Context: an optimization exercise on an open-source flow, tuned for small area, a short achievable clock period and few clock cycles per item. The choices shown serve that exercise and are no tape-out recipe.
The RTL was checked by simulation tests, not by an equivalence proof against the original design.
Power and IR drop assume default switching activity.

**flow/run.sh**
```bash
#!/bin/bash
# synth_recipe.tcl (not shown) runs the flow's synth.tcl, then flattens the netlist and writes it again
# the make line also repeats each setting of config.mk as NAME=value (left out here)
make -C /OpenROAD-flow-scripts/flow DESIGN_CONFIG=/design/flow/config.mk WORK_HOME=/design/flow/orfs CLKGATE_MAP_FILE= SYNTH_SCRIPT=/design/flow/synth_recipe.tcl finish
```
**flow/design.v**
```verilog
package bdle_pkg;
  localparam int CAPACITY = 16;
  localparam int IDX_W    = 4;    
  localparam int CNT_W    = 5;    
  localparam int VAL_W    = 32;
  localparam logic [2:0] OP_PREPEND  = 3'd0;
  localparam logic [2:0] OP_APPEND   = 3'd1;
  localparam logic [2:0] OP_POP_HEAD = 3'd2;
  localparam logic [2:0] OP_POP_TAIL = 3'd3;
  localparam logic [2:0] OP_INS_AT   = 3'd4;
  localparam logic [2:0] OP_DEL_AT   = 3'd5;
  localparam logic [2:0] OP_DEL_VAL  = 3'd6;
  localparam logic [1:0] ST_OK       = 2'd0;
  localparam logic [1:0] ST_FULL     = 2'd1;
  localparam logic [1:0] ST_EMPTY    = 2'd2;
  localparam logic [1:0] ST_NOTFOUND = 2'd3;
endpackage
module bounded_deque_list_engine (
  input  logic        clk_i,
  input  logic        rst_ni,
  input  logic        s_axis_tvalid,
  output logic        s_axis_tready,
  input  logic [47:0] s_axis_tdata,    
  output logic        m_axis_tvalid,
  input  logic        m_axis_tready,
  output logic [39:0] m_axis_tdata     
);
  localparam logic [2:0] S_IDLE = 3'd0;
  localparam logic [2:0] S_SCAN = 3'd1;
  localparam logic [2:0] S_UP   = 3'd2;
  localparam logic [2:0] S_DN   = 3'd3;
  localparam logic [2:0] S_WR   = 3'd4;
  localparam logic [2:0] S_DONE = 3'd5;
  logic [2:0]                   state_q, state_d;
  logic [bdle_pkg::CNT_W-1:0]   count_q, count_d;
  logic [bdle_pkg::IDX_W-1:0]   ptr_q, ptr_d;
  logic [bdle_pkg::IDX_W-1:0]   la_q, la_d;
  logic                         more_q, more_d;
  logic                         rv_q, rv_d;
  logic [2:0]                   op_q, op_d;
  logic [bdle_pkg::VAL_W-1:0]   val_q, val_d;
  logic [bdle_pkg::IDX_W-1:0]   p_q, p_d;
  logic [1:0]                   status_q, status_d;
  logic [bdle_pkg::VAL_W-1:0]   popped_q, popped_d;
  logic                         out_valid_q;
  logic [39:0]                  out_data_q;
  logic [bdle_pkg::VAL_W-1:0]   mem [bdle_pkg::CAPACITY];
  logic [bdle_pkg::VAL_W-1:0]   rdata_q;
  logic [bdle_pkg::IDX_W-1:0]   ra;
  logic                         we;
  logic [bdle_pkg::IDX_W-1:0]   wa;
  logic [bdle_pkg::VAL_W-1:0]   wd;
  logic [2:0]                   in_op;
  logic [bdle_pkg::VAL_W-1:0]   in_val;
  logic [7:0]                   in_pos;
  logic                         in_fire;
  logic [bdle_pkg::CNT_W-1:0]   last_idx;
  logic [bdle_pkg::IDX_W-1:0]   ins_p;
  logic                         is_pop;
  logic                         hit;
  assign in_op   = s_axis_tdata[2:0];
  assign in_val  = s_axis_tdata[34:3];
  assign in_pos  = s_axis_tdata[42:35];
  assign s_axis_tready = (state_q == S_IDLE);
  assign in_fire = s_axis_tvalid && s_axis_tready;
  assign last_idx = count_q - bdle_pkg::CNT_W'(1);
  assign ins_p = (in_pos >= {3'b000, count_q}) ? count_q[bdle_pkg::IDX_W-1:0]
                                               : in_pos[bdle_pkg::IDX_W-1:0];
  assign is_pop = (op_q == bdle_pkg::OP_POP_HEAD) || (op_q == bdle_pkg::OP_POP_TAIL);
  assign hit = rv_q && (is_pop || (rdata_q == val_q));
  always_ff @(posedge clk_i) begin
    if (we) begin
      mem[wa] <= wd;
    end
    rdata_q <= mem[ra];
  end
  always_comb begin
    state_d  = state_q;
    count_d  = count_q;
    ptr_d    = ptr_q;
    la_d     = la_q;
    more_d   = more_q;
    rv_d     = rv_q;
    op_d     = op_q;
    val_d    = val_q;
    p_d      = p_q;
    status_d = status_q;
    popped_d = popped_q;
    ra       = ptr_q;
    we       = 1'b0;
    wa       = p_q;
    wd       = val_q;
    case (state_q)
      S_IDLE: begin
        if (in_fire) begin
          op_d     = in_op;
          val_d    = in_val;
          status_d = bdle_pkg::ST_OK;
          popped_d = '0;
          rv_d     = 1'b0;
          more_d   = 1'b1;
          state_d  = S_DONE;
          case (in_op)
            bdle_pkg::OP_PREPEND, bdle_pkg::OP_APPEND, bdle_pkg::OP_INS_AT: begin
              if (count_q == bdle_pkg::CNT_W'(bdle_pkg::CAPACITY)) begin
                status_d = bdle_pkg::ST_FULL;
              end else begin
                if (in_op == bdle_pkg::OP_PREPEND) begin
                  p_d = '0;
                end else if (in_op == bdle_pkg::OP_APPEND) begin
                  p_d = count_q[bdle_pkg::IDX_W-1:0];
                end else begin
                  p_d = ins_p;
                end
                ptr_d = last_idx[bdle_pkg::IDX_W-1:0];
                if ({1'b0, p_d} == count_q) begin
                  state_d = S_WR;
                end else begin
                  state_d = S_UP;
                end
              end
            end
            bdle_pkg::OP_POP_HEAD, bdle_pkg::OP_POP_TAIL: begin
              if (count_q == '0) begin
                status_d = bdle_pkg::ST_EMPTY;
              end else begin
                ptr_d   = (in_op == bdle_pkg::OP_POP_HEAD) ? '0
                          : last_idx[bdle_pkg::IDX_W-1:0];
                state_d = S_SCAN;
              end
            end
            bdle_pkg::OP_DEL_AT: begin
              if (in_pos >= {3'b000, count_q}) begin
                status_d = bdle_pkg::ST_NOTFOUND;
              end else if ({3'b000, last_idx} == in_pos) begin
                count_d = last_idx;
              end else begin
                ptr_d   = in_pos[bdle_pkg::IDX_W-1:0] + bdle_pkg::IDX_W'(1);
                state_d = S_DN;
              end
            end
            bdle_pkg::OP_DEL_VAL: begin
              if (count_q == '0) begin
                status_d = bdle_pkg::ST_NOTFOUND;
              end else begin
                ptr_d   = '0;
                state_d = S_SCAN;
              end
            end
            default: begin
              status_d = bdle_pkg::ST_OK;
            end
          endcase
        end
      end
      S_SCAN: begin
        if (hit) begin
          if (is_pop) begin
            popped_d = rdata_q;
          end
          if ((op_q == bdle_pkg::OP_POP_TAIL) || ({1'b0, la_q} == last_idx)) begin
            count_d = last_idx;
            state_d = S_DONE;
          end else begin
            ptr_d   = la_q + bdle_pkg::IDX_W'(1);
            more_d  = 1'b1;
            rv_d    = 1'b0;
            state_d = S_DN;
          end
        end else if (rv_q && ({1'b0, la_q} == last_idx)) begin
          status_d = bdle_pkg::ST_NOTFOUND;
          state_d  = S_DONE;
        end else if (more_q) begin
          rv_d = 1'b1;
          la_d = ptr_q;
          if ({1'b0, ptr_q} == last_idx) begin
            more_d = 1'b0;
          end else begin
            ptr_d = ptr_q + bdle_pkg::IDX_W'(1);
          end
        end else begin
          rv_d = 1'b0;
        end
      end
      S_UP: begin
        if (rv_q) begin
          we = 1'b1;
          wa = la_q + bdle_pkg::IDX_W'(1);
          wd = rdata_q;
        end
        if (more_q) begin
          rv_d = 1'b1;
          la_d = ptr_q;
          if (ptr_q == p_q) begin
            more_d = 1'b0;
          end else begin
            ptr_d = ptr_q - bdle_pkg::IDX_W'(1);
          end
        end else begin
          rv_d = 1'b0;
          if (rv_q) begin
            state_d = S_WR;
          end
        end
      end
      S_DN: begin
        if (rv_q) begin
          we = 1'b1;
          wa = la_q - bdle_pkg::IDX_W'(1);
          wd = rdata_q;
        end
        if (more_q) begin
          rv_d = 1'b1;
          la_d = ptr_q;
          if ({1'b0, ptr_q} == last_idx) begin
            more_d = 1'b0;
          end else begin
            ptr_d = ptr_q + bdle_pkg::IDX_W'(1);
          end
        end else begin
          rv_d = 1'b0;
          if (rv_q) begin
            count_d = last_idx;
            state_d = S_DONE;
          end
        end
      end
      S_WR: begin
        we      = 1'b1;
        wa      = p_q;
        wd      = val_q;
        count_d = count_q + bdle_pkg::CNT_W'(1);
        state_d = S_DONE;
      end
      S_DONE: begin
        if (!out_valid_q || m_axis_tready) begin
          state_d = S_IDLE;
        end
      end
      default: begin
        state_d = S_IDLE;
      end
    endcase
  end
  always_ff @(posedge clk_i or negedge rst_ni) begin
    if (!rst_ni) begin
      state_q     <= S_IDLE;
      count_q     <= '0;
      more_q      <= 1'b0;
      rv_q        <= 1'b0;
      out_valid_q <= 1'b0;
    end else begin
      state_q <= state_d;
      count_q <= count_d;
      more_q  <= more_d;
      rv_q    <= rv_d;
      if ((state_q == S_DONE) && (!out_valid_q || m_axis_tready)) begin
        out_valid_q <= 1'b1;
      end else if (m_axis_tready) begin
        out_valid_q <= 1'b0;
      end
    end
  end
  always_ff @(posedge clk_i) begin
    ptr_q    <= ptr_d;
    la_q     <= la_d;
    op_q     <= op_d;
    val_q    <= val_d;
    p_q      <= p_d;
    status_q <= status_d;
    popped_q <= popped_d;
    if ((state_q == S_DONE) && (!out_valid_q || m_axis_tready)) begin
      out_data_q <= {(count_q == '0), count_q, popped_q, status_q};
    end
  end
  assign m_axis_tvalid = out_valid_q;
  assign m_axis_tdata  = out_data_q;
endmodule
```
**flow/constraint.sdc**
```tcl
create_clock -name core_clock -period 6.0 [get_ports {clk_i}]
set_input_delay 1.2000 -clock core_clock [delete_from_list [all_inputs] [get_ports {clk_i}]]
set_output_delay 1.2000 -clock core_clock [all_outputs]
set_load 0.01 [all_outputs]
```
**flow/config.mk**
```make
export PLATFORM = sky130hd
export DESIGN_NAME = bounded_deque_list_engine
export DESIGN_NICKNAME = bounded_deque_list_engine
export VERILOG_FILES = /design/flow/design.v
export SDC_FILE = /design/flow/constraint.sdc
export NUM_CORES = 4
export LEC_CHECK = 0
export CAP_MARGIN = 20
export CORE_MARGIN = 2
export CORE_UTILIZATION = 40
export SLEW_MARGIN = 20
```
==> summary.txt <==
## worst max path at each step
stage / to / startpoint
2_1_floorplan: popped_q[0]$_SDFFCE_PN0P_ / s_axis_tvalid
3_3_place_gp: mem[9][15]$_DFFE_PP_ / state_q[1]$_DFFE_PN0P_
3_5_place_dp: mem[9][15]$_DFFE_PP_ / state_q[1]$_DFFE_PN0P_
4_1_cts: mem[9][17]$_DFFE_PP_ / state_q[1]$_DFFE_PN0P_
5_1_grt: mem[9][17]$_DFFE_PP_ / state_q[1]$_DFFE_PN0P_
6_report: mem[9][15]$_DFFE_PP_ / state_q[1]$_DFFE_PN0P_
## area by class of cell
cell class | count | area, um^2
Timing Repair Buffer | 120 | 1150
Multi-Input combinational cell | 529 | 6430
Tap cell | 864 | 1080
Inverter | 16 | 60.1
Fill cell | 5382 | 34800
Sequential cell | 676 | 19900
Clock inverter | 36 | 350
Clock buffer | 95 | 1990
## registers in the layout (all words and copies together), names as in the netlist, 2 cells and up
| signal | flops |
|---|---|
| popped_q | 32 |
| status_q | 2 |
| state_q | 3 |
| out_data_q | 40 |
| mem | 512 |
| count_q | 5 |
| rdata_q | 32 |
| la_q | 4 |
| p_q | 4 |
| ptr_q | 4 |
| val_q | 32 |
| op_q | 3 |
## critical path, cell delays in order (launching register included)
cell and delay (ns):
dfrtp_1 0.81, nand2b_1 0.19, or2_2 0.50, buf_4 0.39, nand2b_1 0.22, o21ai_0 0.12
nand2_1 0.31, nor2_4 0.79, buf_4 0.42
## Yosys cell counts, drive strengths merged (4+ instances only)
library cell	count
nand2b	19
xor2	12
o21ai	20
xnor3	4
dfxtp	32
o22ai	6
a22o	4
a211oi	5
nor2	35
nor4	4
mux4	160
dfrtp	11
nand3	11
mux2	33
ha	13
o21a	4
a21oi	19
nor3	8
nand2	35
edfxtp	633
xnor2	51
inv	16
a31oi	6
buf	21
nand4	13
mux2i	4
and2	33
clkbuf	42
## power groups by stage
stage / Combinational [mW] / Sequential [mW] / Clock [mW]
after global routing: 4.42 / 6.42 / 4.67
after floorplan: 3.01 / 6.29 / 0
final: 4.09 / 6.37 / 4.39
after detailed placement: 4.14 / 6.46 / 0
after global placement: 4.10 / 6.45 / 0
after CTS: 4.16 / 6.37 / 4.49
## kinds of logic after synthesis
kind of cell	after synthesis	synth area share (%)
flip-flops	676	75.1
multiplexers	197	15.1
adder cells (fa/ha/maj)	13	0.613
buffers and inverters	79	1.24
AO/OA/AOI/OAI	82	2.16
AND/OR/NAND/NOR	170	3.34
XOR/XNOR	67	2.42
## per-stage QoR
step,hold WS (ns),setup WS (ns)
floorplan,0.400,1.90
global placement,0.405,1.87
detailed placement,0.405,1.80
CTS,0.417,1.79
global route,0.421,1.60
finish,0.417,1.87
## routing by layer
metal,share of wire (%),vias to the layer above,GRT usage (%)
li1,-,5488,-
met2,49,392,28.7
met3,6.5,57,3.14
met1,43,6835,24.6
met5,0,-,0
met4,1.4,0,4.67
==> flow_summary.ini <==
[hold_path]
min-delay-start = popped_q[21]$_SDFFCE_PN0P_
min_to = out_data_q[23]$_DFFE_PP_
min_path_cells = 0
hold_path.class = register to register

[power]
p_total_mw = 14.8
power_frac_seq_pct = 42.9
powerDensity_nw_per_um2 = 479
leakagePower_nw = 9.89
p_int_mw = 10.5
peakVddDrop_v = 0.000465
comb_power_share_pct = 27.6
switchingPower_mw = 4.35
clockPowerShare_pct = 29.6
sw_frac_of_total_pct = 29.3

[status]
status = finished clean

[synth]
synth_area_leaders = edfxtp_1 (72%), mux4_2 (14%), dfxtp_1 (2.4%)
avgSynthCellArea_um2 = 20.7
synth_edf_count = 633
synth-main-ff-cell = edfxtp_1
async_flop_share_pct = 1.63
yosysWarnings = 1
synth_nets = 1349
synth_top_cell_by_area = edfxtp_1
yosysTopAreaCellShare_pct = 71.6
synth-seq-cells = 676
syn_inst = 1284
synth.distinct_cells = 56
syn_area_um2 = 26500
synth-seq-area-share_pct = 75.1

[setup_path]
critPathKind = register to register
reg2reg_to = mem[9][15]$_DFFE_PP_
r2r_setup_slack_ns = 1.87
worstPathMaxFanout = 27
worstReg2RegStart = state_q[1]$_DFFE_PN0P_
startpoint_type = register
worstSetupEndpointType = register
cp.required_ns = 6.27
cp.arrival_ns = 4.39
r2r_cells = 8

[timing]
finalSetupViolCount = 0
finalHoldViolations = 0
rsz0062_at_grt = false
min_period_ns = 4.13
slew_headroom_pct = 34.0
worstMarginPinSlew_ns = 0.988
fin_tns_setup_ns = 0
final.setup_skew_ns = 0.0192
timing.fmax_ghz = 0.242
maxSlewViolCount = 0
post-route-period-util_pct = 68.8

[layout]
syn_to_final_growth_pct = 16.8
post-route-util_pct = 47.1
stdcell_area_um2 = 31000
final_cell_mix = edfxtp_1 (633), mux4_2 (160), clkdlybuf4s50_1 (88)
final_cells = 2336
drive_gt1_share_pct = 24.9
mostFrequentLayoutCell = edfxtp_1
final_nets = 1479
diodes = 0

[die]
rows = 94
core_area_um2 = 65700
io_pins = 94
initial_core_util_pct = 40.4
die_w_um = 262
die_y_um = 262
die_area_um2 = 68400

[cts]
numClockSinks = 676
cts_tree = done
post_cts_buffers = 0
cts_hold_buf = 0
root_buffer = clkbuf_16
cts_max_level = 3
path_clk_slew_ns = 0.06
cts_buffers = 71
clk_latency_ns = 0.60
clock_path_buffers = 3
cts_resized = 0

[drt]
dr_total_vias = 12800
via_per_inst = 5.47
drt_iter0_markers = 1134
routedWlPerCell_um = 25.3
first_pass_iters = 5
drcViolationCount = 0
drt.antenna.violating_nets = 0
wirelength_mm = 59.1

[placement]
port_buffers = 88
dp_hpwl_mm = 32.8
gp_congestion = 0.795
dp.cells = 2204
postPlaceCellArea_um2 = 28600

[global_route]
grtUsageTotal_pct = 17.6
first_global_vias = 13300
antenna_found_initial = 1
grt_overflow = 0
grt_pass1_wl_mm = 87.2
grt_max_degree = 137

[job]
drv_cap = 0
Testbench counts, summed over its fixed seeds: cycles 39,045, items 4,800.

## port drivers added, routing unchanged
How much do the figures lean on ideal ports? The routed layout below was timed once more, with nothing changed but the port constraints. Step 1: set_driving_cell puts a clkbuf_16 on clk_i and a buf_2 on each other input, an assumption about the parent block. Step 2 times the ports against the registers' clock, not the clock port: input delays grow and output delays shrink by t, the midpoint of the rising clock arrivals with the driver on. Slacks: ideal / step 1 / step 2; pairs: ideal / step 1.
shift t [ns]: 0.651
setup WS [ns]: 1.872 / 1.872 / 1.872
slew at the worst register clock pin (ns): 0.06 / 0.06
After both steps setup and hold are still met in this run. The setup slack of this run moves by 0.000 ns with the drivers and by 0.000 ns with both steps.
